Source: an optimization exercise on an open RTL-to-GDS flow (aim: small area). Production flows keep margins and buffers that such runs may drop. Where RTL was checked, it was by simulation tests only, not by an equivalence proof against the original. For run 4, only the layout was checked, not whether the RTL still works. Power is estimated from default activity; no workload was simulated.

$ cat flow/config.mk
export PLATFORM = sky130hd
export DESIGN_NAME = arm_dp_top
export DESIGN_NICKNAME = arm_dp_top
export VERILOG_FILES = /design/flow/design.v
export SDC_FILE = /design/flow/constraint.sdc
export NUM_CORES = 4
export LEC_CHECK = 0
export CAP_MARGIN = 20
export CELL_PAD_IN_SITES_GLOBAL_PLACEMENT = 2
export CORE_MARGIN = 2
export CORE_UTILIZATION = 55
export PLACE_DENSITY = 0.65
export SLEW_MARGIN = 20
$ cat flow/constraint.sdc
create_clock -name core_clock -period 12.0 [get_ports {clk}]
set_input_delay 2.4000 -clock core_clock [delete_from_list [all_inputs] [get_ports {clk}]]
set_output_delay 2.4000 -clock core_clock [all_outputs]
set_load 0.01 [all_outputs]
$ cat flow/design.v
`timescale 1ns/100ps
package arm_isa_pkg;
    typedef logic [31:0] word_t;
    typedef logic [3:0]  reg_idx_t;
    typedef logic [10:0] pc_t;       
    localparam reg_idx_t LR_IDX = 4'd14;     
    typedef enum logic [2:0] {
        ADD = 3'd0,      
        SUB = 3'd1,      
        RSB = 3'd2,      
        AND = 3'd3,
        ORR = 3'd4,
        EOR = 3'd5,
        MOV = 3'd6,      
        MVN = 3'd7       
    } alu_op_e;
    typedef enum logic [1:0] {
        LSL = 2'd0,
        LSR = 2'd1,
        ASR = 2'd2,
        ROR = 2'd3
    } shift_op_e;
    typedef struct packed {
        logic n;
        logic z;
        logic c;
        logic v;
    } flags_t;
endpackage
`timescale 1ns/100ps
package dp_ctrl_pkg;
    typedef enum logic [1:0] {
        FWD_RF         = 2'b00,
        FWD_ALU        = 2'b01,
        FWD_ZERO_OR_RF = 2'b10,
        FWD_ALT        = 2'b11      
    } fwd_sel_e;
    typedef enum logic [1:0] {
        PC_NEXT  = 2'b00,
        PC_ALU   = 2'b01,
        PC_START = 2'b10
    } pc_sel_e;
    typedef struct packed {
        logic     en;          
        logic [3:0] addr;
        logic     sel_lr;      
        logic     ldr_en;      
        logic [3:0] ldr_addr;
        logic [31:0] ldr_data;
        logic     en2;         
        logic [3:0] addr2;
    } rf_wr_t;
    typedef struct packed {
        logic    load;
        pc_sel_e sel;
        logic [10:0]     start;
    } pc_ctrl_t;
    typedef struct packed {
        logic [3:0] a_addr;
        logic [3:0] b_addr;
        logic [3:0] s_addr;
        logic [3:0] str_addr;
        fwd_sel_e sel_a_in;
        fwd_sel_e sel_b_in;
        fwd_sel_e sel_s_in;
        logic     en_a;
        logic     en_b;
        logic     en_s;
        logic     sel_s_reg;        
        logic [31:0] shift_imm;
        logic     zero_a;
        logic     sel_imm;          
        logic     sel_branch_imm;   
        logic [31:0] imm12;
        logic [31:0] imm24;
    } operand_ctrl_t;
    typedef struct packed {
        rf_wr_t        rf_wr;
        pc_ctrl_t      pc;
        operand_ctrl_t operands;
        logic [1:0]     shift_op;
        logic [2:0]       alu_op;
        logic          en_status;
        logic          status_rdy;
        logic          sel_post_index;   
    } dp_ctrl_t;
endpackage
`timescale 1ns/100ps
import arm_isa_pkg::*;
import dp_ctrl_pkg::*;
module regfile (
    input  logic     clk,
    input  logic     arst_n,
    input  arm_isa_pkg::word_t    y,           
    input  arm_isa_pkg::word_t    lr_in,
    input  logic     sel_lr,
    input  arm_isa_pkg::reg_idx_t w_addr1,
    input  logic     w_en1,
    input  arm_isa_pkg::reg_idx_t w_addr2,
    input  logic     w_en2,
    input  arm_isa_pkg::word_t    ldr_data,
    input  arm_isa_pkg::reg_idx_t ldr_addr,
    input  logic     ldr_en,
    input  arm_isa_pkg::reg_idx_t a_addr,
    input  arm_isa_pkg::reg_idx_t b_addr,
    input  arm_isa_pkg::reg_idx_t s_addr,
    input  arm_isa_pkg::reg_idx_t str_addr,
    output arm_isa_pkg::word_t    a_data,
    output arm_isa_pkg::word_t    b_data,
    output logic [4:0]            s_data,
    output arm_isa_pkg::word_t    str_data
);
    arm_isa_pkg::word_t regs [16];
    logic [15:0] valid;
    logic [15:0] wl, wy, hold;
    logic        wlr;        
    always_comb begin
        for (int i = 0; i < 16; i++) begin
            logic w1, w2;
            w1      = w_en1 & (sel_lr ? (i == 14) : (w_addr1 == 4'(i)));
            w2      = w_en2 & (w_addr2 == 4'(i));
            wl[i]   = ldr_en & (ldr_addr == 4'(i));
            wy[i]   = ~wl[i] & (w2 | (w1 & ~sel_lr));
            hold[i] = ~(wl[i] | w1 | w2);
        end
        wlr = ~wl[14] & ~(w_en2 & (w_addr2 == 4'd14)) & w_en1 & sel_lr;
    end
    always_ff @(posedge clk or negedge arst_n) begin
        if (!arst_n) valid <= '0;
        else         valid <= valid | ~hold;
    end
    always_ff @(posedge clk) begin
        for (int i = 0; i < 16; i++) begin
            if (i == 14)
                regs[i] <= ({32{wl[i]}} & ldr_data) | ({32{wy[i]}} & y) |
                           ({32{wlr}} & lr_in) | ({32{hold[i]}} & regs[i]);
            else
                regs[i] <= ({32{wl[i]}} & ldr_data) | ({32{wy[i]}} & y) |
                           ({32{hold[i]}} & regs[i]);
        end
    end
    logic [15:0] sa, sb, ss, st;
    always_comb begin
        for (int i = 0; i < 16; i++) begin
            sa[i] = valid[i] & (a_addr   == 4'(i));
            sb[i] = valid[i] & (b_addr   == 4'(i));
            ss[i] = valid[i] & (s_addr   == 4'(i));
            st[i] = valid[i] & (str_addr == 4'(i));
        end
        a_data   = '0;
        b_data   = '0;
        s_data   = '0;
        str_data = '0;
        for (int i = 0; i < 16; i++) begin
            a_data   = a_data   | ({32{sa[i]}} & regs[i]);
            b_data   = b_data   | ({32{sb[i]}} & regs[i]);
            s_data   = s_data   | ({5{ss[i]}}  & regs[i][4:0]);
            str_data = str_data | ({32{st[i]}} & regs[i]);
        end
    end
endmodule
`timescale 1ns/100ps
import arm_isa_pkg::*;
module shifter (
    input  arm_isa_pkg::word_t     value,
    input  logic                   valid,     
    input  arm_isa_pkg::shift_op_e op,
    input  logic [4:0]             amount,
    output arm_isa_pkg::word_t     shifted
);
    logic [4:0]  amt;
    logic [31:0] rot;
    logic [31:0] keep_l;     
    logic [31:0] keep;
    logic        fill;
    assign amt = (op == LSL) ? (5'd0 - amount) : amount;
    assign rot = ({value, value} >> amt);
    always_comb begin
        for (int j = 0; j < 32; j++) keep_l[j] = (5'(j) >= amount);
        for (int j = 0; j < 32; j++) begin
            case (op)
                LSL:     keep[j] = keep_l[j];
                ROR:     keep[j] = 1'b1;
                default: keep[j] = keep_l[31 - j];
            endcase
        end
    end
    assign fill    = valid & (op == ASR) & value[31];
    assign shifted = ({32{valid}} & keep & rot) | (~keep & {32{fill}});
endmodule
`timescale 1ns/100ps
import arm_isa_pkg::*;
module alu (
    input  arm_isa_pkg::word_t   a,
    input  arm_isa_pkg::word_t   b,
    input  arm_isa_pkg::alu_op_e op,
    output arm_isa_pkg::word_t   y,
    output arm_isa_pkg::flags_t  flags
);
    arm_isa_pkg::word_t x, z, g, p;
    logic        inv_a, inv_b, cin, arith;
    logic [32:0] c;          
    logic [31:0] gg, pp;     
    assign inv_a = (op == RSB);
    assign inv_b = (op == SUB);
    assign cin   = inv_a | inv_b;
    assign arith = (op == ADD) | inv_a | inv_b;
    assign x = a ^ {32{inv_a}};
    assign z = b ^ {32{inv_b}};
    assign g = x & z;
    assign p = x ^ z;
    always_comb begin
        gg = g;
        pp = p;
        gg[0] = g[0] | (p[0] & cin);
        for (int l = 0; l < 5; l++) begin
            for (int i = 0; i < 32; i++) begin
                if ((i + 1) % (2 << l) == 0) begin
                    gg[i] = gg[i] | (pp[i] & gg[i - (1 << l)]);
                    pp[i] = pp[i] & pp[i - (1 << l)];
                end
            end
        end
        for (int l = 3; l >= 0; l--) begin
            for (int i = 0; i < 32; i++) begin
                if ((i + 1) % (2 << l) == (1 << l) && i >= (2 << l)) begin
                    gg[i] = gg[i] | (pp[i] & gg[i - (1 << l)]);
                    pp[i] = pp[i] & pp[i - (1 << l)];
                end
            end
        end
        c = {gg, cin};
    end
    always_comb begin
        case (op)
            AND:     y = g;
            ORR:     y = g | p;
            EOR:     y = p;
            MOV:     y = z;
            MVN:     y = ~z;
            default: y = p ^ c[31:0];
        endcase
    end
    assign flags.n = y[31];
    assign flags.z = (y == '0);
    assign flags.c = arith & c[32];
    assign flags.v = arith & (x[31] == z[31]) & (p[31] ^ c[31] ^ x[31]);
endmodule
`timescale 1ns/100ps
import arm_isa_pkg::*;
import dp_ctrl_pkg::*;
module datapath (
    input  logic     clk,
    input  logic     arst_n,
    input  dp_ctrl_pkg::dp_ctrl_t ctrl,
    input  arm_isa_pkg::word_t    lr_in,
    output arm_isa_pkg::word_t    result,
    output arm_isa_pkg::word_t    status,
    output arm_isa_pkg::word_t    str_data,
    output arm_isa_pkg::pc_t      pc
);
    dp_ctrl_pkg::operand_ctrl_t op_ctrl;
    assign op_ctrl = ctrl.operands;
    arm_isa_pkg::word_t  a_data, b_data;
    logic [4:0]          s_data;
    arm_isa_pkg::word_t  a_in, b_in;
    logic [4:0]          s_in, s_next;
    arm_isa_pkg::word_t  a_reg, b_reg;
    logic [4:0]          s_reg;      
    logic                a_ok, b_ok;   
    arm_isa_pkg::pc_t    pc_q;
    arm_isa_pkg::word_t  shift_out, imm, val_a, val_b, alu_y;
    arm_isa_pkg::flags_t alu_flags, status_q;
    regfile u_regfile (
        .clk      (clk),
        .arst_n   (arst_n),
        .y        (alu_y),
        .lr_in    (lr_in),
        .sel_lr   (ctrl.rf_wr.sel_lr),
        .w_addr1  (ctrl.rf_wr.addr),
        .w_en1    (ctrl.rf_wr.en),
        .w_addr2  (ctrl.rf_wr.addr2),
        .w_en2    (ctrl.rf_wr.en2),
        .ldr_data (ctrl.rf_wr.ldr_data),
        .ldr_addr (ctrl.rf_wr.ldr_addr),
        .ldr_en   (ctrl.rf_wr.ldr_en),
        .a_addr   (op_ctrl.a_addr),
        .b_addr   (op_ctrl.b_addr),
        .s_addr   (op_ctrl.s_addr),
        .str_addr (op_ctrl.str_addr),
        .a_data   (a_data),
        .b_data   (b_data),
        .s_data   (s_data),
        .str_data (str_data)
    );
    always_comb begin
        case (op_ctrl.sel_a_in)
            FWD_ALU: a_in = alu_y;
            FWD_ALT: a_in = arm_isa_pkg::word_t'(pc_q);
            default: a_in = a_data;
        endcase
        case (op_ctrl.sel_b_in)
            FWD_ALU: b_in = alu_y;
            FWD_ALT: b_in = val_b;
            default: b_in = b_data;
        endcase
        case (op_ctrl.sel_s_in)
            FWD_ALU: s_in = alu_y[4:0];
            FWD_ALT: s_in = '0;
            default: s_in = s_data;
        endcase
    end
    assign s_next = op_ctrl.sel_s_reg ? s_in : op_ctrl.shift_imm[4:0];
    always_ff @(posedge clk or negedge arst_n) begin
        if (!arst_n) begin
            a_ok  <= 1'b0;
            b_ok  <= 1'b0;
            s_reg <= '0;
        end else begin
            if (op_ctrl.en_a) a_ok  <= 1'b1;
            if (op_ctrl.en_b) b_ok  <= 1'b1;
            if (op_ctrl.en_s) s_reg <= s_next;
        end
    end
    always_ff @(posedge clk) begin
        if (op_ctrl.en_a) a_reg <= a_in;
        if (op_ctrl.en_b) b_reg <= b_in;
    end
    shifter u_shifter (
        .value   (b_reg),
        .valid   (b_ok),
        .op      (arm_isa_pkg::shift_op_e'(ctrl.shift_op)),
        .amount  (s_reg),
        .shifted (shift_out)
    );
    assign imm   = op_ctrl.sel_branch_imm ? op_ctrl.imm24 : op_ctrl.imm12;
    assign val_a = (op_ctrl.zero_a | ~a_ok) ? '0 : a_reg;
    assign val_b = op_ctrl.sel_imm ? imm : shift_out;
    alu u_alu (
        .a     (val_a),
        .b     (val_b),
        .op    (arm_isa_pkg::alu_op_e'(ctrl.alu_op)),
        .y     (alu_y),
        .flags (alu_flags)
    );
    always_ff @(posedge clk or negedge arst_n) begin
        if (!arst_n) begin
            pc_q <= '0;
        end else if (ctrl.pc.load) begin
            case (ctrl.pc.sel)
                PC_NEXT:  pc_q <= pc_q + 11'd1;
                PC_ALU:   pc_q <= alu_y[10:0];
                PC_START: pc_q <= ctrl.pc.start;
                default:  pc_q <= pc_q;
            endcase
        end
    end
    always_ff @(posedge clk or negedge arst_n) begin
        if (!arst_n) begin
            status_q <= '0;
        end else if (ctrl.en_status && ctrl.status_rdy) begin
            status_q <= alu_flags;
        end
    end
    assign pc     = pc_q;
    assign status = {status_q, 28'd0};
    assign result = ctrl.sel_post_index ? val_a : alu_y;
endmodule
`timescale 1ns/100ps
module arm_dp_top (
    input  logic         clk,
    input  logic         arst_n,
    input  logic [194:0] ctrl,
    input  logic [31:0]  lr_in,
    output logic [31:0]  result,
    output logic [31:0]  status,
    output logic [31:0]  str_data,
    output logic [10:0]  pc
);
    datapath u_datapath (
        .clk      (clk),
        .arst_n   (arst_n),
        .ctrl     (ctrl),
        .lr_in    (lr_in),
        .result   (result),
        .status   (status),
        .str_data (str_data),
        .pc       (pc)
    );
endmodule
$ cat flow/flow/run.sh
#!/bin/bash
# Standard ORFS layout, except: the combinational logic is mapped by an
# area-oriented ABC script (registers are mapped exactly as in the standard
# synthesis, before ABC runs), and port buffers use buf_1.
set -euo pipefail
W=$PWD
{
  head -1 synth_recipe.tcl
  cat <<EOF2
proc abc {args} {
  set i [lsearch -exact \$args -script]
  if {\$i >= 0} { set args [lreplace \$args [expr {\$i+1}] [expr {\$i+1}] $W/flow/area.script] }
  puts "area abc: \$args"
  yosys abc {*}\$args
}
EOF2
  tail -n +2 synth_recipe.tcl
} > $W/area_synth.tcl
bash standard.sh finish SYNTH_SCRIPT=$W/area_synth.tcl \
  BUFFER_PORTS_ARGS="-buffer_cell sky130_fd_sc_hd__buf_1" > $W/make_finish.log 2>&1
$ cat flow/flow/area.script
strash
&get -n
&st
&synch2
&dch -f
&nf -a
&put
topo
$ cat flow/standard.sh
#!/bin/bash
# synth_recipe.tcl (not shown) runs the flow's synth.tcl, then flattens the netlist and writes it again
# the make line also repeats each setting of config.mk as NAME=value (left out here)
make -C /OpenROAD-flow-scripts/flow DESIGN_CONFIG=/design/flow/config.mk WORK_HOME=/design/flow/orfs CLKGATE_MAP_FILE= SYNTH_SCRIPT=/design/flow/synth_recipe.tcl "${@:-finish}"
==> results of run 1 <==
-- Yosys cell counts, drive strengths merged, types with 5 or more instances --
master and n:
a211oi 19, a21o 16, a21oi 130, a221oi 121, a222oi 452, a22o 69
a22oi 553, a31oi 8, and2 14, and3 97, and4 11, buf 28
clkinv 208, dfrtp 38, dfxtp 512, edfxtp 64, fa 17, ha 74
mux2 74, mux2i 85, nand2 304, nand2b 18, nand3 50, nand4 110
nor2 157, nor2b 41, nor3 21, o211a 9, o211ai 16, o21a 18
o21ai 552, o221ai 16, o22ai 53, o31ai 14, or2 9, or3 18
or4 5, xnor2 101, xor2 11
-- kinds of logic after synthesis --
family,synth area share (%)
flops,34.86
fa+ha+maj,3.364
other cells,0.009962
mux,4.474
simple gates,11.28
buf+inv,2.632
compound gates,40.77
xor+xnor,2.606
==> summary.txt, run 1 <==
Outcome
  – Outcome: did not finish
  – Stop stage: global placement without I/O (3_1_place_gp_skip_io)
  – Log Error: [ERROR GPL-0301] Utilization 101.672 % exceeds 100%.

Yosys
  – Post-synthesis instance total: 4,166
  – Number of synthesized register bits: 614
  – Mapped Area: 37,640 µm²
  – Number of synthesized flops with an enable pin: 64
  – Number of distinct library cells after synthesis: 65
  – Yosys warnings: 5
  – Share of the synthesized area in the top cell type: 27.23%
  – Mean Syn Cell Area: 9.036 µm²
  – Register area share after synthesis: 34.86%
  – Most used DFF post-synth: dfxtp_1
  – Synth area leader: dfxtp_1
  – Synth top area cells: dfxtp_1 27%, a222oi_1 12%, a22oi_1 11%
  – FFs w/ async S/R, synth: 6.189%

Floorplan
  – Row count: 95
  – Die extent in y: 265.6 µm
  – Initial Util: 55.76%
  – Die width: 265.6 µm
==> run 2: changes to the inputs <==
==> flow/run.sh (new file) <==
#!/bin/bash
# synth_recipe.tcl (not shown) runs the flow's synth.tcl, then flattens the netlist and writes it again
# the make line also repeats each setting of config.mk as NAME=value (left out here)
make -C /OpenROAD-flow-scripts/flow DESIGN_CONFIG=/design/flow/config.mk WORK_HOME=/design/flow/orfs CLKGATE_MAP_FILE= SYNTH_SCRIPT=/design/flow/synth_recipe.tcl finish
--- a/flow/config.mk
+++ b/flow/config.mk
@@ -8,6 +8,6 @@
 export CAP_MARGIN = 20
 export CELL_PAD_IN_SITES_GLOBAL_PLACEMENT = 2
 export CORE_MARGIN = 2
-export CORE_UTILIZATION = 55
-export PLACE_DENSITY = 0.65
+export CORE_UTILIZATION = 40
+export PLACE_DENSITY = 0.5
 export SLEW_MARGIN = 20
removed: flow/flow/run.sh
removed: flow/flow/area.script
removed: flow/standard.sh
==> run 2 against run 1 <==
Net effect: the run now finishes clean; area after synthesis grew 17%; synthesized cell count rose by 35%.
==> summary.txt, run 2 <==
Outcome
  – Outcome: no timing/DRC/antenna violations

Drt
  – WL per Instance: 37.60 µm
  – Final wirelength: 269,500 µm
  – DRT Pass-1 Iters: 9
  – Drt via density: 7.079
  – Iteration-0 DRC Markers: 9,731
  – Vias post-DR: 50,733
  – Remaining routing DRC violations: 0
  – Detail Route Antenna Nets: 0

Final layout
  – Utilization after layout: 47.61%
  – Most frequent cells in the layout: 620 x o21ai_0, 569 x nand2_1, 512 x dfxtp_1
  – Reg area: 13,120 µm²
  – Final nets: 6,005
  – Layout fillers: 10,808
  – Max reg flops: 512
  – Area growth syn-to-layout: 17.77%
  – Commonest non-fill, non-tap cell in the layout: o21ai_0
  – Share of cells above drive strength 1: 11.90%
  – Multi-input gate area: 28,550 µm²

Setup path
  – CP Capture Type: output pin
  – Crit Path Category: primary input to output pin
  – Cell with the most instances on the worst path: mux2i_1
  – Slowest stage delay, CP: 0.48 ns
  – Arrival @ worst endpoint: 9.34 ns
  – CP Max Fanout: 6
  – Worst path slowest cell: clkdlybuf4s50_1
  – Reg2reg setup slack: 3.73 ns
  – Worst EP required: 9.60 ns
  – RR Startpoint: u_datapath.s_reg[1]
  – Crit start category: primary input
  – End of the critical path: result[31]
  – Worst R2R End: u_datapath.status_q[2]
  – Worst-case reg-to-reg path depth: 31
  – Critical Path Start: ctrl[6]

Floorplan
  – Row count: 121 (+27%)
  – Initial Util: 40.43% (-15 points)
  – Die extent in y: 335.9 µm (+26%)
  – Die width: 335.9 µm (+26%)
  – Die area: 112,800 µm²
  – Ports: 336
  – Core ar.: 109,000 µm²

Yosys
  – Synth top area cells: dfxtp_1 23%, mux2i_1 9.8%, o21ai_0 7.1%
  – Synth area leader: dfxtp_1
  – Number of distinct library cells after synthesis: 91 (+40%)
  – Share of the synthesized area in the top cell type: 23.26% (-4.0 points)
  – Register area share after synthesis: 29.78% (-5.1 points)
  – Number of synthesized register bits: 614 (unchanged)
  – Number of synthesized flops with an enable pin: 64 (unchanged)
  – Most used DFF post-synth: dfxtp_1
  – Most instantiated library cell after synthesis: o21ai_0
  – Post-synth top cells: 624 x o21ai_0, 571 x nand2_1, 512 x dfxtp_1, 506 x clkbuf_1, 433 x mux2i_1
  – Mean Syn Cell Area: 7.840 µm² (-13%)
  – Yosys warnings: 5 (unchanged)
  – FFs w/ async S/R, synth: 6.189% (unchanged)
  – Mapped Area: 44,070 µm² (+17%)
  – Post-synthesis instance total: 5,621 (+35%)

Global routing
  – Largest net degree at the start of global routing: 66
  – M2 GR Usage: 67.10%
  – Vias in the first global route: 46,405
  – Met1 usage: 56.43%
  – Total grt overflow: 0
  – Initial antenna violation count: 17
  – First-pass GRT wire length: 367,800 µm
  – All-Layer GR Usage: 45.88%
  – Busiest layer in global routing: met2
  – GR Layer Usage met3: 16.21%

CTS
  – Worst skew pair latency: 0.68 ns
  – Hold Buf Count CTS: 0
  – H-tree depth: 3
  – CTS Root Cell: clkbuf_16
  – Clk buf depth: 3
  – Clock tree from TritonCTS: yes
  – TritonCTS buffer count: 79
  – CTS clock-pin slew for the worst setup and hold paths: 0.07 ns
  – Clock sink total: 614

Timing
  – Pins over their slew limit: 0
  – # setup viols final: 0
  – Hold slack: 0.4806 ns
  – Final WS setup: 0.2560 ns
  – Min Tclk post-route: 11.74 ns
  – Fin. Hold Viols: 0
  – Final period util: 97.87%
  – Fin Clk Skew: 0.03783 ns
  – Max Freq: 85.15 MHz
  – Slew Limit Headroom: 6.792%
  – RSZ-0062 raised after global routing: true
  – Worst Max-Slew Pin Slew: 1.387 ns

Power
  – Leak Pwr: 19.29 nW
  – VDD IR-drop max: 0.0001143 V
  – Pwr dens: 184.8 nW/µm²

Flow run
  – Max-cap violations: 0

Placement
  – IO Port Bufs: 280
  – HPWL Detailed: 158,600 µm
  – Pre-CTS setup slack: -0.3980 ns
  – Final GP Congestion: 1.007

Worst hold path
  – Worst Hold Class: flop to flop
==> run 2: changes by cell type after synthesis, moves of 94 or more <==
cell / change
a21oi_1: +234
a221oi_1: +161
a222oi_1: -413
a22o_1: +203
a22oi_1: -292
buf_1: +95
clkbuf_1: +506
clkinv_1: -207
inv_1: +94
mux2i_1: +348
nand2_1: +267
nand3_1: +243
nor2_1: +170
==> run 2: per-layer routing <==
layer	wire length (µm)	vias to the layer above
met5	394	-
met4	21650	34
met3	35660	1312
met2	111200	4224
met1	100600	24023
li1	-	21140
==> run 2: worst max-delay path, delay by kind of cell <==
| family | cells | cell delay (ns) |
|---|---|---|
| AOI/OAI and AO/OA | 10 | 2.26 |
| adders and majority gates | 4 | 1.45 |
| muxes | 6 | 1.31 |
| buffers and inverters | 4 | 1.05 |
| and+or+nand+nor | 5 | 0.50 |
| xor gates and xnor gates | 2 | 0.35 |
==> run 2: worst min-delay path by stage <==
stage               depth (start not counted)  slack [ns]                     end              startpoint
global placement                            1        0.45         u_datapath.a_ok         u_datapath.a_ok
global route                                2        0.51  u_datapath.status_q[0]  u_datapath.status_q[0]
CTS                                         2        0.49  u_datapath.status_q[3]  u_datapath.status_q[3]
finish                                      2        0.48  u_datapath.status_q[3]  u_datapath.status_q[3]
detailed placement                          1        0.46         u_datapath.a_ok         u_datapath.a_ok
floorplan                                   1        0.43         u_datapath.a_ok         u_datapath.a_ok
==> run 2: per-stage QoR <==
| stage | area, µm² | power (W) | setup TNS (ns) | instances |
|---|---|---|---|---|
| final | 51900 | 0.009592 | 0 | 7167 |
| after global routing | 51880 | 0.009904 | -0.04521 | 7160 |
| after CTS | 51760 | 0.009385 | 0 | 7156 |
| after detailed placement | 49000 | 0.006851 | -1.115 | 7012 |
| after global placement | 49000 | 0.006823 | -1.102 | 7012 |
| after floorplan | 44170 | 0.005188 | 0 | 5648 |
==> run 2: final cells by class <==
class,count,share of cell area (%)
multi-input cells,4271,55.02
clock inverters,30,0.5883
flip-flops and latches,614,25.29
repair buffers,624,10.33
diodes,7,0.03375
inverters,95,0.6871
clock buffers,112,4.639
well taps,1414,3.409
==> run 2: where the power goes <==
group / total, W / switching [W] / internal (W) / leakage (nW)
Combinational: 0.00343 / 0.00204 / 0.00139 / 12.6
Clock: 0.00255 / 0.00105 / 0.00150 / 1.35
Sequential: 0.00361 / 0.000865 / 0.00275 / 5.35
==> run 2: cells by family (layout without fill, tap and decap cells) <==
logic type | after synthesis | after routing | share of synthesized area, %
adders and majority gates | 91 | 91 | 2.873
and+or+nand+nor | 1514 | 1514 | 15.58
xor gates and xnor gates | 85 | 85 | 1.740
AOI/OAI and AO/OA | 2079 | 2079 | 31.85
DFF | 614 | 614 | 29.78
other | 1 | 35 | 0.008510
muxes | 473 | 474 | 11.15
buffers and inverters | 764 | 861 | 7.022
==> run 2: timing repair <==
item / CTS / global route
setup endpoints to repair: 7 / 8
pin swaps: 2 / 11
buffers inserted: 1 / 3
gates resized for setup: 10 / 15
gates cloned: 1 / 0
==> run 3: changes to the inputs <==
--- a/flow/design.v
+++ b/flow/design.v
@@ -105,6 +105,9 @@
     input  arm_isa_pkg::reg_idx_t b_addr,
     input  arm_isa_pkg::reg_idx_t s_addr,
     input  arm_isa_pkg::reg_idx_t str_addr,
+    input  logic     a_en,       
+    input  logic     b_en,
+    input  logic     s_en,
     output arm_isa_pkg::word_t    a_data,
     output arm_isa_pkg::word_t    b_data,
     output logic [4:0]            s_data,
@@ -142,9 +145,9 @@
     logic [15:0] sa, sb, ss, st;
     always_comb begin
         for (int i = 0; i < 16; i++) begin
-            sa[i] = valid[i] & (a_addr   == 4'(i));
-            sb[i] = valid[i] & (b_addr   == 4'(i));
-            ss[i] = valid[i] & (s_addr   == 4'(i));
+            sa[i] = a_en & valid[i] & (a_addr == 4'(i));
+            sb[i] = b_en & valid[i] & (b_addr == 4'(i));
+            ss[i] = s_en & valid[i] & (s_addr == 4'(i));
             st[i] = valid[i] & (str_addr == 4'(i));
         end
         a_data   = '0;
@@ -197,40 +200,35 @@
     output arm_isa_pkg::word_t   y,
     output arm_isa_pkg::flags_t  flags
 );
-    arm_isa_pkg::word_t x, z, g, p;
-    logic        inv_a, inv_b, cin, arith;
-    logic [32:0] c;          
-    logic [31:0] gg, pp;     
-    assign inv_a = (op == RSB);
-    assign inv_b = (op == SUB);
-    assign cin   = inv_a | inv_b;
-    assign arith = (op == ADD) | inv_a | inv_b;
-    assign x = a ^ {32{inv_a}};
-    assign z = b ^ {32{inv_b}};
-    assign g = x & z;
-    assign p = x ^ z;
+    arm_isa_pkg::word_t z, g, p, s;
+    logic        sub, rsb, arith;
+    logic [32:0] c;
+    logic [31:0] gg, pp;
+    assign sub   = (op == SUB);
+    assign rsb   = (op == RSB);
+    assign arith = (op == ADD) | sub | rsb;
+    assign z = b ^ {32{sub | rsb}};
+    assign g = a & z;
+    assign p = a ^ z;
     always_comb begin
         gg = g;
         pp = p;
-        gg[0] = g[0] | (p[0] & cin);
-        for (int l = 0; l < 5; l++) begin
-            for (int i = 0; i < 32; i++) begin
+        gg[0] = g[0] | (p[0] & sub);
+        for (int l = 0; l < 5; l++)
+            for (int i = 0; i < 32; i++)
                 if ((i + 1) % (2 << l) == 0) begin
                     gg[i] = gg[i] | (pp[i] & gg[i - (1 << l)]);
                     pp[i] = pp[i] & pp[i - (1 << l)];
                 end
-            end
-        end
-        for (int l = 3; l >= 0; l--) begin
-            for (int i = 0; i < 32; i++) begin
+        for (int l = 3; l >= 0; l--)
+            for (int i = 0; i < 32; i++)
                 if ((i + 1) % (2 << l) == (1 << l) && i >= (2 << l)) begin
                     gg[i] = gg[i] | (pp[i] & gg[i - (1 << l)]);
                     pp[i] = pp[i] & pp[i - (1 << l)];
                 end
-            end
-        end
-        c = {gg, cin};
+        c = {gg, sub};
     end
+    assign s = p ^ c[31:0];
     always_comb begin
         case (op)
             AND:     y = g;
@@ -238,13 +236,14 @@
             EOR:     y = p;
             MOV:     y = z;
             MVN:     y = ~z;
-            default: y = p ^ c[31:0];
+            RSB:     y = ~s;
+            default: y = s;
         endcase
     end
     assign flags.n = y[31];
     assign flags.z = (y == '0);
-    assign flags.c = arith & c[32];
-    assign flags.v = arith & (x[31] == z[31]) & (p[31] ^ c[31] ^ x[31]);
+    assign flags.c = arith & (c[32] ^ rsb);
+    assign flags.v = arith & (a[31] == z[31]) & (s[31] != a[31]);
 endmodule
 `timescale 1ns/100ps
 import arm_isa_pkg::*;
@@ -288,28 +287,19 @@
         .b_addr   (op_ctrl.b_addr),
         .s_addr   (op_ctrl.s_addr),
         .str_addr (op_ctrl.str_addr),
+        .a_en     (~op_ctrl.sel_a_in[0]),
+        .b_en     (~op_ctrl.sel_b_in[0]),
+        .s_en     (~op_ctrl.sel_s_in[0]),
         .a_data   (a_data),
         .b_data   (b_data),
         .s_data   (s_data),
         .str_data (str_data)
     );
-    always_comb begin
-        case (op_ctrl.sel_a_in)
-            FWD_ALU: a_in = alu_y;
-            FWD_ALT: a_in = arm_isa_pkg::word_t'(pc_q);
-            default: a_in = a_data;
-        endcase
-        case (op_ctrl.sel_b_in)
-            FWD_ALU: b_in = alu_y;
-            FWD_ALT: b_in = val_b;
-            default: b_in = b_data;
-        endcase
-        case (op_ctrl.sel_s_in)
-            FWD_ALU: s_in = alu_y[4:0];
-            FWD_ALT: s_in = '0;
-            default: s_in = s_data;
-        endcase
-    end
+    assign a_in = a_data | ({32{op_ctrl.sel_a_in == FWD_ALU}} & alu_y)
+                         | ({32{op_ctrl.sel_a_in == FWD_ALT}} & arm_isa_pkg::word_t'(pc_q));
+    assign b_in = b_data | ({32{op_ctrl.sel_b_in == FWD_ALU}} & alu_y)
+                         | ({32{op_ctrl.sel_b_in == FWD_ALT}} & val_b);
+    assign s_in = s_data | ({5{op_ctrl.sel_s_in == FWD_ALU}} & alu_y[4:0]);
     assign s_next = op_ctrl.sel_s_reg ? s_in : op_ctrl.shift_imm[4:0];
     always_ff @(posedge clk or negedge arst_n) begin
         if (!arst_n) begin
==> flow/flow/run.sh (new file) <==
#!/bin/bash
# Standard ORFS layout, except: the combinational logic is mapped by an
# area-oriented ABC script (registers are mapped exactly as in the standard
# synthesis, before ABC runs), and port buffers use buf_1.
set -euo pipefail
W=$PWD
{
  head -1 synth_recipe.tcl
  cat <<EOF2
proc abc {args} {
  set i [lsearch -exact \$args -script]
  if {\$i >= 0} { set args [lreplace \$args [expr {\$i+1}] [expr {\$i+1}] $W/flow/area.script] }
  puts "area abc: \$args"
  yosys abc {*}\$args
}
EOF2
  tail -n +2 synth_recipe.tcl
} > $W/area_synth.tcl
bash standard.sh finish SYNTH_SCRIPT=$W/area_synth.tcl \
  BUFFER_PORTS_ARGS="-buffer_cell sky130_fd_sc_hd__buf_1" > $W/make_finish.log 2>&1
==> flow/flow/area.script (new file) <==
strash
&get -n
&st
&synch2
&dch -f
&nf -a
&put
topo
==> flow/standard.sh (new file) <==
#!/bin/bash
# synth_recipe.tcl (not shown) runs the flow's synth.tcl, then flattens the netlist and writes it again
# the make line also repeats each setting of config.mk as NAME=value (left out here)
make -C /OpenROAD-flow-scripts/flow DESIGN_CONFIG=/design/flow/config.mk WORK_HOME=/design/flow/orfs CLKGATE_MAP_FILE= SYNTH_SCRIPT=/design/flow/synth_recipe.tcl "${@:-finish}"
--- a/flow/config.mk
+++ b/flow/config.mk
@@ -9,5 +9,6 @@
 export CELL_PAD_IN_SITES_GLOBAL_PLACEMENT = 2
 export CORE_MARGIN = 2
 export CORE_UTILIZATION = 40
+export CTS_BUF_LIST = sky130_fd_sc_hd__clkbuf_4
 export PLACE_DENSITY = 0.5
 export SLEW_MARGIN = 20
removed: flow/run.sh
==> run 3 against run 2 <==
Net effect: critical path type unchanged; highest routed layer unchanged; wire length is 6.1% lower; sequential power decreased by 4%; synthesized cell count fell by 27%; critical endpoint is now result[23]; still clean on timing, DRC and antenna; die area decreased by 15%.
==> summary.txt, run 3 <==
Yosys
  – Yosys warnings: 5 (unchanged)
  – Number of synthesized flops with an enable pin: 64 (unchanged)
  – Post-synth top cells: 638 x a22oi_1, 634 x o21ai_0, 512 x dfxtp_1, 329 x nand2_1, 305 x a222oi_1
  – Register area share after synthesis: 35.28% (+5.5 points)
  – Mean Syn Cell Area: 9.079 µm² (+16%)
  – Synth top area cells: dfxtp_1 28%, a22oi_1 13%, o21ai_0 8.5%
  – Mapped Area: 37,200 µm² (-16%)
  – Synth area leader: dfxtp_1
  – Number of synthesized register bits: 614 (unchanged)
  – Post-synthesis instance total: 4,097 (-27%)
  – Number of distinct library cells after synthesis: 61 (-33%)
  – Most used DFF post-synth: dfxtp_1
  – FFs w/ async S/R, synth: 6.189% (unchanged)
  – Share of the synthesized area in the top cell type: 27.55% (+4.3 points)
  – Most instantiated library cell after synthesis: a22oi_1

Setup path
  – Worst-case reg-to-reg path depth: 33 (+6.5%)
  – Worst EP required: 9.60 ns (about the same)
  – Slowest stage delay, CP: 0.43 ns (-0.05 ns)
  – Arrival @ worst endpoint: 9.19 ns (-0.15 ns)
  – Worst Path Buf+Inv: 7 (+3)
  – Worst R2R End: u_datapath.b_reg[30]
  – CP Capture Type: output pin
  – Crit start category: primary input
  – Reg2reg setup slack: 2.73 ns (-1.00 ns)
  – Crit Path Category: primary input to output pin
  – CP Max Fanout: 14 (+8)
  – Crit-path leading delay family: compound AO/OA/AOI/OAI gates
  – Worst path slowest cell: fa_1
  – RR Startpoint: u_datapath.s_reg[0]

Power
  – Sequential Power Share: 41.8% (+4.2 points)
  – Comb power frac: 33.3% (-2.5 points)
  – VDD IR-drop max: 0.0001089 V (-4.7%)
  – NetSw: 0.003574 W (-9.5%)
  – Pwr dens: 187.6 nW/µm² (+1.5%)
  – Total Power: 0.008258 W (-14%)
  – Internal Pwr Total: 0.004684 W (-17%)
  – Clk pwr share: 24.9% (-1.7 points)
  – Leak Pwr: 16.28 nW (-16%)
  – Switching portion of total power: 43.28% (+2.1 points)

Global routing
  – First-pass GRT wire length: 342,700 µm (-6.8%)
  – Vias in the first global route: 43,906 (-5.4%)
  – All-Layer GR Usage: 51.07% (+5.2 points)
  – Total grt overflow: 0 (unchanged)
  – Largest net degree at the start of global routing: 65 (-1.5%)
  – Initial antenna violation count: 23 (+6)

Drt
  – Remaining routing DRC violations: 0 (unchanged)
  – DRT Pass-1 Iters: 12 (+3)
  – Final wirelength: 253,000 µm (-6.1%)
  – Drt via density: 7.758 (+9.6%)
  – Detail Route Antenna Nets: 0 (unchanged)
  – WL per Instance: 41.30 µm (+9.8%)
  – Iteration-0 DRC Markers: 11,569 (+19%)
  – Vias post-DR: 47,532 (-6.3%)

Floorplan
  – Die width: 309.0 µm (-8.0%)
  – Row count: 111 (-8.3%)
  – Core ar.: 91,940 µm² (-16%)
  – Initial Util: 40.46% (about the same)
  – Die extent in y: 309.0 µm (-8.0%)
  – Ports: 336 (unchanged)
  – Die area: 95,450 µm² (-15%)

Timing
  – Pins over their slew limit: 0 (unchanged)
  – Final period util: 96.55% (-1.3 points)
  – RSZ-0062 raised after global routing: false
  – # setup viols final: 0 (unchanged)
  – Fin. Hold Viols: 0 (unchanged)
  – Worst Max-Slew Pin Slew: 1.311 ns (-0.07599 ns)
  – Setup TNS: 0 ns (unchanged)
  – Fin Clk Skew: 0.09803 ns (+0.06019 ns)
  – Slew Limit Headroom: 11.65% (+4.9 points)
  – Min Tclk post-route: 11.59 ns (-0.1575 ns)
  – Max Freq: 86.31 MHz (+1.4%)

CTS
  – # resized after CTS: 0 (-10)
  – H-tree depth: 4 (+1)
  – Clock sink total: 614 (unchanged)
  – Worst skew pair latency: 1.18 ns (+0.50 ns)
  – CTS clock-pin slew for the worst setup and hold paths: 0.06 ns (about the same)
  – Hold Buf Count CTS: 0 (unchanged)
  – # Post-CTS Setup Buffers: 0 (-1)
  – Clock tree from TritonCTS: yes
  – TritonCTS buffer count: 176 (+120%)
  – CTS Root Cell: clkbuf_4
  – Clk buf depth: 3 (unchanged)

Placement
  – IO Port Bufs: 280 (unchanged)
  – HPWL Detailed: 143,900 µm (-9.3%)
  – Final GP Congestion: 0.9951 (-1.2%)

Flow run
  – Max-cap violations: 0 (unchanged)

Outcome
  – Outcome: no timing/DRC/antenna violations

Worst hold path
  – Min-Delay Path Depth: 1 (-1)
  – Worst Hold Class: flop to flop
  – Hold Path Sink: u_datapath.a_ok
  – Hold_sp: u_datapath.a_ok

Final layout
  – Layout fillers: 9,273 (-14%)
  – Max reg flops: 512 (unchanged)
  – Share of cells above drive strength 1: 12.37% (+0.47 points)
  – Area growth syn-to-layout: 18.33%
  – Final nets: 5,065 (-16%)
  – Most frequent cells in the layout: 638 x a22oi_1, 620 x o21ai_0, 512 x dfxtp_1
  – Utilization after layout: 47.88% (+0.27 points)
  – Commonest non-fill, non-tap cell in the layout: a22oi_1
-- run 3: cell count changes in the layout (fill, tap and decap cells not counted), moves of 232 or more --
cell and change:
clkdlybuf4s50_1 -263, mux2i_1 -289, nand2_1 -240, a222oi_1 +266
a22oi_1 +377, buf_1 +271, clkbuf_4 +251, a21oi_1 -247
nand3_1 -232
-- run 3: worst max path at each step --
stage                  from    endpoint  slack, ns  cells after the start
global route        ctrl[7]  result[28]       0.02                     35
finish              ctrl[7]  result[23]       0.41                     35
global placement    ctrl[7]  result[30]       0.42                     35
floorplan           ctrl[6]  result[30]      0.007                     32
CTS                 ctrl[7]  result[26]       0.30                     35
detailed placement  ctrl[7]  result[26]       0.35                     35
-- run 3: final cells by class --
type,instances,area (µm²),share of cell area (%)
Inverter,91,341.6,0.7760
Sequential cell,614,13120,29.82
Clock inverter,52,332.8,0.7561
Multi-Input combinational cell,3391,24220,55.03
Clock buffer,250,1877,4.264
Antenna cell,17,42.54,0.09665
Tap cell,1243,1555,3.533
Timing Repair Buffer,469,2524,5.733
-- run 3: power groups by stage --
stage / Sequential (W) / Clock [W] / Combinational [W]
2_1_floorplan: 0.00317 / 0 / 0.00155
3_3_place_gp: 0.00342 / 0 / 0.00257
3_5_place_dp: 0.00341 / 0 / 0.00260
4_1_cts: 0.00337 / 0.00204 / 0.00261
5_1_grt: 0.00348 / 0.00216 / 0.00291
6_report: 0.00345 / 0.00205 / 0.00275
-- run 3: through the flow --
stage	worst slack, ns	hold WS (ns)	cell area [µm²]	std cells
finish	0.4135	0.4689	44020	6127
global route	0.02288	0.5187	44000	6119
CTS	0.2989	0.4755	43920	6108
detailed placement	0.3511	0.4610	41710	5806
global placement	0.4233	0.4515	41710	5806
floorplan	0.006633	0.4350	37410	4124
-- run 3: kinds of logic (layout without fill, tap and decap cells) --
group / after synthesis / in the layout / synth area share (%)
and+or+nand+nor: 879 / 879 / 11.81
other: 1 / 45 / 0.01008
AOI/OAI and AO/OA: 2120 / 2120 / 40.77
DFF: 614 / 614 / 35.28
muxes: 192 / 192 / 5.325
adders and majority gates: 93 / 93 / 3.471
buffers and inverters: 119 / 862 / 1.483
xor gates and xnor gates: 79 / 79 / 1.860
-- run 3: layer usage --
layer	wire length, µm	up-vias	global-route usage [%]
li1	-	18756	-
met1	89140	22495	60.42
met2	98300	4768	70.13
met3	42930	1489	27.55
met4	22250	24	34.95
met5	417	-	2.073
==> run 4: changes to the inputs <==
--- a/flow/design.v
+++ b/flow/design.v
@@ -200,20 +200,23 @@
     output arm_isa_pkg::word_t   y,
     output arm_isa_pkg::flags_t  flags
 );
-    arm_isa_pkg::word_t z, g, p, s;
-    logic        sub, rsb, arith;
-    logic [32:0] c;
-    logic [31:0] gg, pp;
+    arm_isa_pkg::word_t x, z, g, p, t, u;
+    logic        sub, rsb, arith, cin;
+    logic        c_t, c_g, c_o, c_z;
+    logic [32:0] c;          
+    logic [31:0] gg, pp;     
     assign sub   = (op == SUB);
     assign rsb   = (op == RSB);
     assign arith = (op == ADD) | sub | rsb;
-    assign z = b ^ {32{sub | rsb}};
-    assign g = a & z;
-    assign p = a ^ z;
+    assign cin   = sub | rsb;
+    assign x = a ^ {32{rsb}};
+    assign z = b ^ {32{sub | (op == MVN)}};
+    assign g = x & z;
+    assign p = x ^ z;
     always_comb begin
         gg = g;
         pp = p;
-        gg[0] = g[0] | (p[0] & sub);
+        gg[0] = g[0] | (p[0] & cin);
         for (int l = 0; l < 5; l++)
             for (int i = 0; i < 32; i++)
                 if ((i + 1) % (2 << l) == 0) begin
@@ -226,24 +229,19 @@
                     gg[i] = gg[i] | (pp[i] & gg[i - (1 << l)]);
                     pp[i] = pp[i] & pp[i - (1 << l)];
                 end
-        c = {gg, sub};
-    end
-    assign s = p ^ c[31:0];
-    always_comb begin
-        case (op)
-            AND:     y = g;
-            ORR:     y = g | p;
-            EOR:     y = p;
-            MOV:     y = z;
-            MVN:     y = ~z;
-            RSB:     y = ~s;
-            default: y = s;
-        endcase
+        c = {gg, cin};
     end
+    assign c_t = arith | (op == EOR);
+    assign c_g = (op == AND);
+    assign c_o = (op == ORR);
+    assign c_z = (op == MOV) | (op == MVN);
+    assign t   = p ^ (c[31:0] & {32{arith}});
+    assign u   = ({32{c_t}} & t) | (z & ({32{c_o | c_z}} | ({32{c_g}} & x))) | ({32{c_o}} & x);
+    assign y   = u;
     assign flags.n = y[31];
     assign flags.z = (y == '0);
-    assign flags.c = arith & (c[32] ^ rsb);
-    assign flags.v = arith & (a[31] == z[31]) & (s[31] != a[31]);
+    assign flags.c = arith & c[32];
+    assign flags.v = arith & (x[31] == z[31]) & (t[31] != x[31]);
 endmodule
 `timescale 1ns/100ps
 import arm_isa_pkg::*;
==> flow/flow/run.sh (replaced) <==
#!/bin/bash
# Standard ORFS layout (the standard.sh), except:
#  - the combinational logic is mapped by an area-oriented ABC script
#    (registers are mapped exactly as in the standard synthesis, before ABC);
#  - port buffers use buf_1;
#  - CTS uses clkbuf_4 with small sink clusters and no dummy loads.
set -euo pipefail
W=$PWD
{
  head -1 synth_recipe.tcl
  cat <<EOF2
proc abc {args} {
  set i [lsearch -exact \$args -script]
  if {\$i >= 0} { set args [lreplace \$args [expr {\$i+1}] [expr {\$i+1}] $W/flow/area.script] }
  puts "area abc: \$args"
  yosys abc {*}\$args
}
EOF2
  tail -n +2 synth_recipe.tcl
} > $W/area_synth.tcl
bash standard.sh finish SYNTH_SCRIPT=$W/area_synth.tcl \
  BUFFER_PORTS_ARGS="-buffer_cell sky130_fd_sc_hd__buf_1" \
  CTS_ARGS="-sink_clustering_enable -repair_clock_nets -buf_list sky130_fd_sc_hd__clkbuf_4 -sink_clustering_size 8 -sink_clustering_max_diameter 40 -dont_use_dummy_load" \
  > $W/make_finish.log 2>&1
==> flow/flow/area.script (replaced) <==
&get -n
&st
&dch -f
&nf -a -p -F 8 -A 6 -C 32
&put
topo
--- a/flow/config.mk
+++ b/flow/config.mk
@@ -9,6 +9,5 @@
 export CELL_PAD_IN_SITES_GLOBAL_PLACEMENT = 2
 export CORE_MARGIN = 2
 export CORE_UTILIZATION = 40
-export CTS_BUF_LIST = sky130_fd_sc_hd__clkbuf_4
 export PLACE_DENSITY = 0.5
 export SLEW_MARGIN = 20
==> run 4 against run 3 <==
Net effect: still clean; global-route usage decreased by 3.4 points; sequential cell count stayed put; first-iteration DRC count grew 11%; count of clock-buffer cells in the layout down 137; sequential share of layout area up 1.7 points; utilization down 1.6 points; hold slack better by 0.0067 ns; final area is 5.3% lower; synthesized cell count fell by 3.7%; critical endpoint is now result[31]; largest power group unchanged.
==> summary.txt, run 4 <==
Outcome
  – Outcome: no timing/DRC/antenna violations

Final layout
  – Commonest non-fill, non-tap cell in the layout: a222oi_1
  – Utilization after layout: 46.23% (-1.6 points)
  – Layout fillers: 9,127 (-1.6%)
  – Multi-input gate area: 22,320 µm² (-7.8%)
  – Reg area: 13,120 µm² (unchanged)
  – Most frequent cells in the layout: 788 x a222oi_1, 512 x dfxtp_1, 425 x clkinv_1
  – Area growth syn-to-layout: 14.26%
  – Share of cells above drive strength 1: 9.842% (-2.5 points)
  – Max reg flops: 512 (unchanged)
  – Final nets: 4,776 (-5.7%)

Global routing
  – All-Layer GR Usage: 47.67% (-3.4 points)
  – Total grt overflow: 0 (unchanged)
  – First-pass GRT wire length: 320,100 µm (-6.6%)
  – Vias in the first global route: 41,408 (-5.7%)
  – Initial antenna violation count: 23 (unchanged)
  – Largest net degree at the start of global routing: 65 (unchanged)

CTS
  – Clk buf depth: 3 (unchanged)
  – # resized after CTS: 0 (unchanged)
  – TritonCTS buffer count: 113 (-36%)
  – Clock tree from TritonCTS: yes
  – CTS clock-pin slew for the worst setup and hold paths: 0.06 ns (about the same)
  – CTS Root Cell: clkbuf_4
  – # Post-CTS Setup Buffers: 0 (unchanged)
  – Worst skew pair latency: 1.08 ns (-0.10 ns)
  – H-tree depth: 3 (-1)
  – Clock sink total: 614 (unchanged)
  – Hold Buf Count CTS: 0 (unchanged)

Yosys
  – Post-synth top cells: 788 x a222oi_1, 512 x dfxtp_1, 425 x clkinv_1, 407 x nand2_1, 236 x a22oi_1
  – Synth Area in Compound Gates: 37.40% (-3.4 points)
  – Yosys warnings: 5 (unchanged)
  – Mapped Area: 36,480 µm² (-1.9%)
  – FFs w/ async S/R, synth: 6.189% (unchanged)
  – Most used DFF post-synth: dfxtp_1
  – Number of synthesized register bits: 614 (unchanged)
  – Number of synthesized flops with an enable pin: 64 (unchanged)
  – Post-synthesis mux area share: 5.176% (-0.15 points)
  – Synth area leader: dfxtp_1
  – Xor/xnor share of the synthesized area: 2.305% (+0.45 points)
  – Adder-Cell Fraction of Synth Area: 1.509% (-2.0 points)
  – Number of distinct library cells after synthesis: 64 (+4.9%)
  – Largest family of logic cells by synthesized area: compound AO/OA/AOI/OAI gates
  – Simple-gate share of the synthesized area: 12.68% (+0.87 points)
  – Synth top area cells: dfxtp_1 28%, a222oi_1 22%, edfxtp_1 5.3%
  – Register area share after synthesis: 35.98% (+0.70 points)
  – Share of the synthesized area in the top cell type: 28.10% (+0.55 points)
  – Post-synthesis instance total: 3,944 (-3.7%)
  – Most instantiated library cell after synthesis: a222oi_1
  – Mean Syn Cell Area: 9.249 µm² (+1.9%)

Worst hold path
  – Worst Hold Class: flop to flop
  – Min-Delay Path Depth: 2 (+1)

Power
  – Leak Pwr: 15.41 nW (-5.4%)
  – Pwr dens: 184.4 nW/µm² (-1.7%)
  – VDD IR-drop max: 0.00009498 V (-13%)

Floorplan
  – Core ar.: 90,150 µm² (-1.9%)
  – Die width: 306.0 µm (-0.96%)
  – Die extent in y: 306.0 µm (-0.96%)
  – Initial Util: 40.46% (about the same)
  – Ports: 336 (unchanged)
  – Die area: 93,620 µm² (-1.9%)
  – Row count: 110 (-0.90%)

Setup path
  – Worst path slowest cell: xnor2_4
  – Worst-case reg-to-reg path depth: 26 (-21%)
  – Cell with the most instances on the worst path: o21ai_0
  – Crit start category: primary input
  – Crit-path leading delay family: compound AO/OA/AOI/OAI gates
  – Stages on worst setup path: 26 (-26%)
  – Worst EP required: 9.60 ns (about the same)
  – Arrival @ worst endpoint: 9.01 ns (-0.18 ns)
  – Crit Path Category: primary input to output pin
  – CP Capture Type: output pin
  – Slowest stage delay, CP: 0.82 ns (+0.39 ns)
  – Worst Path Buf+Inv: 4 (-3)
  – CP Max Fanout: 24 (+10)

Drt
  – WL per Instance: 41.29 µm (about the same)
  – Vias post-DR: 45,336 (-4.6%)
  – Remaining routing DRC violations: 0 (unchanged)
  – DRT Pass-1 Iters: 17 (+5)
  – Iteration-0 DRC Markers: 12,831 (+11%)
  – Drt via density: 7.972 (+2.8%)
  – Detail Route Antenna Nets: 0 (unchanged)
  – Final wirelength: 234,800 µm (-7.2%)

Timing
  – Max Freq: 87.61 MHz (+1.5%)
  – Slew Limit Headroom: 13.49% (+1.8 points)
  – RSZ-0062 raised after global routing: false
  – Fin Clk Skew: 0.1852 ns (+0.08722 ns)
  – Worst Max-Slew Pin Slew: 1.298 ns (-0.01386 ns)
  – Fin. Hold Viols: 0 (unchanged)
  – # setup viols final: 0 (unchanged)
  – Setup TNS: 0 ns (unchanged)
  – Min Tclk post-route: 11.41 ns (-0.1723 ns)
  – Pins over their slew limit: 0 (unchanged)
  – Final period util: 95.12% (-1.4 points)

Placement
  – IO Port Bufs: 280 (unchanged)
  – HPWL Detailed: 137,500 µm (-4.5%)
  – Final GP Congestion: 0.9450 (-5.0%)

Flow run
  – Max-cap violations: 0 (unchanged)
run 4: cell families (layout without fill, tap and decap cells):
| kind of cell | after synthesis | in the layout |
|---|---|---|
| AO/OA/AOI/OAI | 1632 | 1632 |
| AND/OR/NAND/NOR | 941 | 941 |
| flip-flops | 614 | 614 |
| buffers and inverters | 453 | 983 |
| multiplexers | 163 | 163 |
| XOR/XNOR | 96 | 96 |
| adder cells (fa/ha/maj) | 44 | 44 |
| other | 1 | 38 |
run 4: stage by stage:
stage               hold slack (ns)  setup WS, ns  cell area, µm²  power (W)  std cells
detailed placement           0.4660        0.6294           40790   0.006283       5563
CTS                          0.4765        0.6297           41640   0.007487       5676
floorplan                    0.4350        0.1227           36630   0.004995       3971
global route                 0.5017        0.2160           41660   0.007961       5681
global placement             0.4565        0.6739           40780   0.006257       5562
finish                       0.4756        0.5858           41680   0.007687       5687
run 4: worst reg2reg max path: cells and delay by family (launching register included):
family          cells  cell delay (ns)
compound gates     14             4.22
buf+inv             4             1.41
mux                 4             1.34
fa+ha+maj           2             0.71
xor+xnor            2             0.43
flops               1             0.34
run 4: cell type report:
cell class / instances / area share [%]
multi-input combinational: 2904 / 53.55
timing repair buffer: 445 / 5.506
inverter: 425 / 3.828
antenna: 10 / 0.06004
sequential: 614 / 31.49
tap: 1176 / 3.530
clock buffer: 113 / 2.035
run 4: final timing paths:
path	startpoint	to	slack, ns
hold reg to reg	u_datapath.status_q[1]	u_datapath.status_q[1]	0.48
max in group asynchronous	arst_n	u_datapath.s_reg[0]	9.90
setup reg to reg	u_datapath.s_reg[0]	u_datapath.a_reg[31]	3.17
min in group asynchronous	arst_n	u_datapath.pc_q[7]	1.54
hold / removal	u_datapath.status_q[1]	u_datapath.status_q[1]	0.48
setup / recovery	ctrl[6]	result[31]	0.59
run 4: metal layers:
| metal | GRT usage, % | vias to the layer above | wire length (µm) |
|---|---|---|---|
| li1 | - | 18040 | - |
| met1 | 57.91 | 21663 | 83020 |
| met2 | 68.19 | 4433 | 95200 |
| met3 | 21.19 | 1172 | 37970 |
| met4 | 30.43 | 28 | 18260 |
| met5 | 0.6718 | - | 352 |
run 4: power breakdown:
part           internal, W  switching (W)  leakage (nW)
Clock             0.000425       0.000817         0.520
Sequential         0.00273       0.000774          5.35
Combinational      0.00103        0.00191          9.54
==> run 5: changes to the inputs <==
--- a/flow/design.v
+++ b/flow/design.v
@@ -285,18 +285,20 @@
         .b_addr   (op_ctrl.b_addr),
         .s_addr   (op_ctrl.s_addr),
         .str_addr (op_ctrl.str_addr),
-        .a_en     (~op_ctrl.sel_a_in[0]),
-        .b_en     (~op_ctrl.sel_b_in[0]),
+        .a_en     (op_ctrl.en_a & ~op_ctrl.sel_a_in[0]),
+        .b_en     (op_ctrl.en_b & ~op_ctrl.sel_b_in[0]),
         .s_en     (~op_ctrl.sel_s_in[0]),
         .a_data   (a_data),
         .b_data   (b_data),
         .s_data   (s_data),
         .str_data (str_data)
     );
-    assign a_in = a_data | ({32{op_ctrl.sel_a_in == FWD_ALU}} & alu_y)
-                         | ({32{op_ctrl.sel_a_in == FWD_ALT}} & arm_isa_pkg::word_t'(pc_q));
-    assign b_in = b_data | ({32{op_ctrl.sel_b_in == FWD_ALU}} & alu_y)
-                         | ({32{op_ctrl.sel_b_in == FWD_ALT}} & val_b);
+    assign a_in = a_data | ({32{op_ctrl.en_a & (op_ctrl.sel_a_in == FWD_ALU)}} & alu_y)
+                         | ({32{op_ctrl.en_a & (op_ctrl.sel_a_in == FWD_ALT)}} & arm_isa_pkg::word_t'(pc_q))
+                         | ({32{~op_ctrl.en_a}} & a_reg);
+    assign b_in = b_data | ({32{op_ctrl.en_b & (op_ctrl.sel_b_in == FWD_ALU)}} & alu_y)
+                         | ({32{op_ctrl.en_b & (op_ctrl.sel_b_in == FWD_ALT)}} & val_b)
+                         | ({32{~op_ctrl.en_b}} & b_reg);
     assign s_in = s_data | ({5{op_ctrl.sel_s_in == FWD_ALU}} & alu_y[4:0]);
     assign s_next = op_ctrl.sel_s_reg ? s_in : op_ctrl.shift_imm[4:0];
     always_ff @(posedge clk or negedge arst_n) begin
@@ -311,8 +313,8 @@
         end
     end
     always_ff @(posedge clk) begin
-        if (op_ctrl.en_a) a_reg <= a_in;
-        if (op_ctrl.en_b) b_reg <= b_in;
+        a_reg <= a_in;
+        b_reg <= b_in;
     end
     shifter u_shifter (
         .value   (b_reg),
==> run 5 against run 4 <==
Net effect: still clean on timing, DRC and antenna; count of clock-buffer cells in the layout increased by 17; first-iteration DRC count rose by 27%; critical path depth rose by 3; hold slack improved by 0.013 ns; non-clock buffer count rose by 18; area after synthesis is 1.0% lower; largest power group unchanged; highest routed layer unchanged.
==> summary.txt, run 5 <==
Placement
  – Final GP Congestion: 1.060 (+12%)
  – Placed Instances: 5,601 (+0.68%)
  – IO Port Bufs: 280 (unchanged)
  – HPWL Detailed: 148,900 µm (+8.3%)

Floorplan
  – Die extent in y: 304.4 µm (-0.51%)
  – Die width: 304.4 µm (-0.51%)
  – Ports: 336 (unchanged)
  – Core ar.: 89,740 µm² (-0.46%)
  – Row count: 110 (unchanged)
  – Initial Util: 40.23% (-0.23 points)
  – Die area: 92,670 µm² (-1.0%)

Flow run
  – Max-cap violations: 0 (unchanged)

Power
  – Leak Pwr: 15.43 nW (+0.12%)
  – Comb power frac: 37.3% (-0.9 points)
  – VDD IR-drop max: 0.0001149 V (+21%)
  – Clk pwr share: 17.1% (+0.9 points)
  – Switching portion of total power: 45.97% (+0.46 points)
  – Sequential Power Share: 45.6% (about the same)
  – NetSw: 0.003661 W (+4.7%)
  – Internal Pwr Total: 0.004303 W (+2.7%)
  – Pwr dens: 191.8 nW/µm² (+4.0%)

Timing
  – RSZ-0062 raised after global routing: false
  – Slew Limit Headroom: 21.18% (+7.7 points)
  – Max Freq: 86.26 MHz (-1.5%)
  – Final period util: 96.61% (+1.5 points)
  – # setup viols final: 0 (unchanged)
  – Worst Max-Slew Pin Slew: 1.182 ns (-0.1153 ns)
  – Fin Clk Skew: 0.1712 ns (-0.01405 ns)
  – Fin. Hold Viols: 0 (unchanged)
  – Pins over their slew limit: 0 (unchanged)
  – Min Tclk post-route: 11.59 ns (+0.1792 ns)
  – Hold slack: 0.4888 ns (+0.01317 ns)
  – Setup TNS: 0 ns (unchanged)

Yosys
  – Number of synthesized register bits: 614 (unchanged)
  – Number of distinct library cells after synthesis: 66 (+3.1%)
  – Mean Syn Cell Area: 9.110 µm² (-1.5%)
  – Mapped Area: 36,100 µm² (-1.0%)
  – Most used DFF post-synth: dfxtp_1
  – FFs w/ async S/R, synth: 6.189% (unchanged)
  – Synth top area cells: dfxtp_1 32%, a222oi_1 25%, clkinv_1 5.3%
  – Post-synth top cells: 916 x a222oi_1, 576 x dfxtp_1, 512 x clkinv_1, 358 x nand2_1, 157 x a22oi_1
  – Most instantiated library cell after synthesis: a222oi_1
  – Synth area leader: dfxtp_1
  – Post-synthesis instance total: 3,963 (+0.48%)
  – Share of the synthesized area in the top cell type: 31.94% (+3.8 points)
  – Number of synthesized flops with an enable pin: 0 (-100%)
  – Yosys warnings: 5 (unchanged)
  – Register area share after synthesis: 34.57% (-1.4 points)

Drt
  – Detail Route Antenna Nets: 0 (unchanged)
  – Remaining routing DRC violations: 0 (unchanged)
  – Final wirelength: 260,500 µm (+11%)
  – WL per Instance: 45.33 µm (+9.8%)
  – Drt via density: 8.289 (+4.0%)
  – Vias post-DR: 47,636 (+5.1%)
  – DRT Pass-1 Iters: 20 (+3)
  – Iteration-0 DRC Markers: 16,309 (+27%)

Global routing
  – Vias in the first global route: 43,381 (+4.8%)
  – First-pass GRT wire length: 349,900 µm (+9.3%)
  – Initial antenna violation count: 11 (-52%)
  – All-Layer GR Usage: 53.63% (+6.0 points)
  – Total grt overflow: 0 (unchanged)
  – Largest net degree at the start of global routing: 65 (unchanged)

CTS
  – Clk buf depth: 3 (unchanged)
  – CTS clock-pin slew for the worst setup and hold paths: 0.05 ns (about the same)
  – Clock sink total: 614 (unchanged)
  – Worst skew pair latency: 1.18 ns (+0.10 ns)
  – # Post-CTS Setup Buffers: 0 (unchanged)
  – TritonCTS buffer count: 130 (+15%)
  – Clock tree from TritonCTS: yes
  – CTS Root Cell: clkbuf_4
  – H-tree depth: 4 (+1)

Outcome
  – Outcome: no timing/DRC/antenna violations

Worst hold path
  – Worst Hold Class: flop to flop

Final layout
  – Layout Cells excl Fill: 5,747 (+1.1%)
  – Area growth syn-to-layout: 15.01%
  – Layout fillers: 9,112 (-0.16%)
  – Commonest non-fill, non-tap cell in the layout: a222oi_1
  – Final nets: 4,830 (+1.1%)
  – Max reg flops: 512 (unchanged)
  – Utilization after layout: 46.27% (about the same)
  – Share of cells above drive strength 1: 10.01% (+0.17 points)
  – Most frequent cells in the layout: 916 x a222oi_1, 576 x dfxtp_1, 511 x clkinv_1

Setup path
  – Arrival @ worst endpoint: 9.19 ns (+0.18 ns)
  – Worst EP required: 9.60 ns (about the same)
  – Worst path slowest cell: o21ai_0
  – CP Max Fanout: 38 (+58%)
  – Crit Path Category: primary input to output pin
  – Slowest stage delay, CP: 0.56 ns (-0.26 ns)
  – Crit start category: primary input
  – CP Capture Type: output pin
run 5: repair_timing:
item | 4_1_cts | 5_1_grt
setup endpoints to repair | 0 | 7
hold buffers | 0 | 0
gates resized for setup | 0 | 2
run 5: metal layers:
layer	vias up	part of all wire, %	track usage, %
met5	-	0.069	0.3618
met4	10	10	45.06
met3	1570	17	24.97
met2	5140	38	72.92
met1	22669	34	63.45
li1	18247	-	-
run 5: final cells by class:
cell class              count  area [µm²]  area share [%]
diodes                     16       40.04         0.09643
well taps                1176        1471           3.544
repair buffers            463        2442           5.882
multi-input cells        2836       22190           53.44
flip-flops and latches    614       12480           30.06
clock buffers             130       975.9           2.350
inverters                 512        1922           4.628
run 5: power by group through the flow:
stage	Clock, W	Combinational (W)	Sequential [W]
after floorplan	0	0.00184	0.00326
after global placement	0	0.00281	0.00358
after detailed placement	0	0.00284	0.00357
after CTS	0.00134	0.00285	0.00354
after global routing	0.00143	0.00316	0.00366
final	0.00137	0.00297	0.00363
run 5: path summary, 6_finish.rpt:
check                                       start                              to  slack (ns)  depth (start not counted)
max                                       ctrl[7]                      result[31]        0.41                         29
min                        u_datapath.status_q[3]          u_datapath.status_q[3]        0.49                          2
max reg2reg                   u_datapath.s_reg[0]          u_datapath.status_q[2]        2.98                         26
min reg2reg                u_datapath.status_q[3]          u_datapath.status_q[3]        0.49                          2
max in group asynchronous                  arst_n             u_datapath.s_reg[0]        9.94                          2
min in group asynchronous                  arst_n  u_datapath.u_regfile.valid[14]        1.38                          2
run 5: through the flow:
stage	total power, W	cell area (µm²)	setup slack (ns)
detailed placement	0.006413	40500	0.3850
global placement	0.006386	40500	0.4008
global route	0.008239	41500	0.07191
finish	0.007964	41520	0.4066
floorplan	0.005105	36220	0.2662
CTS	0.007731	41470	0.3318
run 5: cell families after synthesis:
| group | Yosys count | share of synthesized area (%) |
|---|---|---|
| compound gates | 1597 | 38.17 |
| simple gates | 914 | 12.58 |
| flops | 614 | 34.57 |
| buf+inv | 540 | 5.906 |
| mux | 161 | 4.998 |
| xor+xnor | 92 | 2.232 |
| fa+ha+maj | 44 | 1.525 |
| other cells | 1 | 0.01039 |
run 5: worst max-delay path: cells and delay by family:
kind | cells | cell delay (ns)
xor+xnor | 3 | 0.56
fa+ha+maj | 2 | 0.55
mux | 2 | 0.72
compound gates | 12 | 3.02
simple gates | 2 | 0.43
buf+inv | 8 | 1.48

static timing again, ports no longer ideal:
The results above use ideal ports. As a check the final layouts listed here were re-extracted and re-timed, cells and wires unchanged. Step 1 sets driving cells, clkbuf_16 on the clock port and buf_2 on the other inputs (assumed; they add their load-dependent delay and slew). Step 2 times the ports against the registers' clock, not the clock port: input delays grow and output delays shrink by t, the midpoint of the rising clock arrivals with the driver on. Slacks: no drivers / after step 1 / after step 2; pairs: no drivers / after step 1.
run | shift t [ns] | slack for setup (ns) | hold slack, ns | worst setup path after step 2 | worst register clock-pin slew, ns
run 2 | 0.727 | 0.256 / 0.232 / 0.232 | 0.481 / 0.481 / 0.481 | input to output | 0.07 / 0.07
run 3 | 1.203 | 0.413 / 0.391 / 0.391 | 0.469 / 0.469 / 0.469 | input to output | 0.08 / 0.08
run 4 | 1.049 | 0.586 / 0.564 / 0.564 | 0.476 / 0.476 / 0.476 | input to output | 0.11 / 0.11
run 5 | 1.168 | 0.407 / 0.380 / 0.380 | 0.489 / 0.489 / 0.489 | input to output | 0.11 / 0.11
After both steps every run listed still meets setup and hold. For run 5, which loses most, drivers alone change the setup slack by -0.027 ns; drivers and shift together by -0.027 ns.
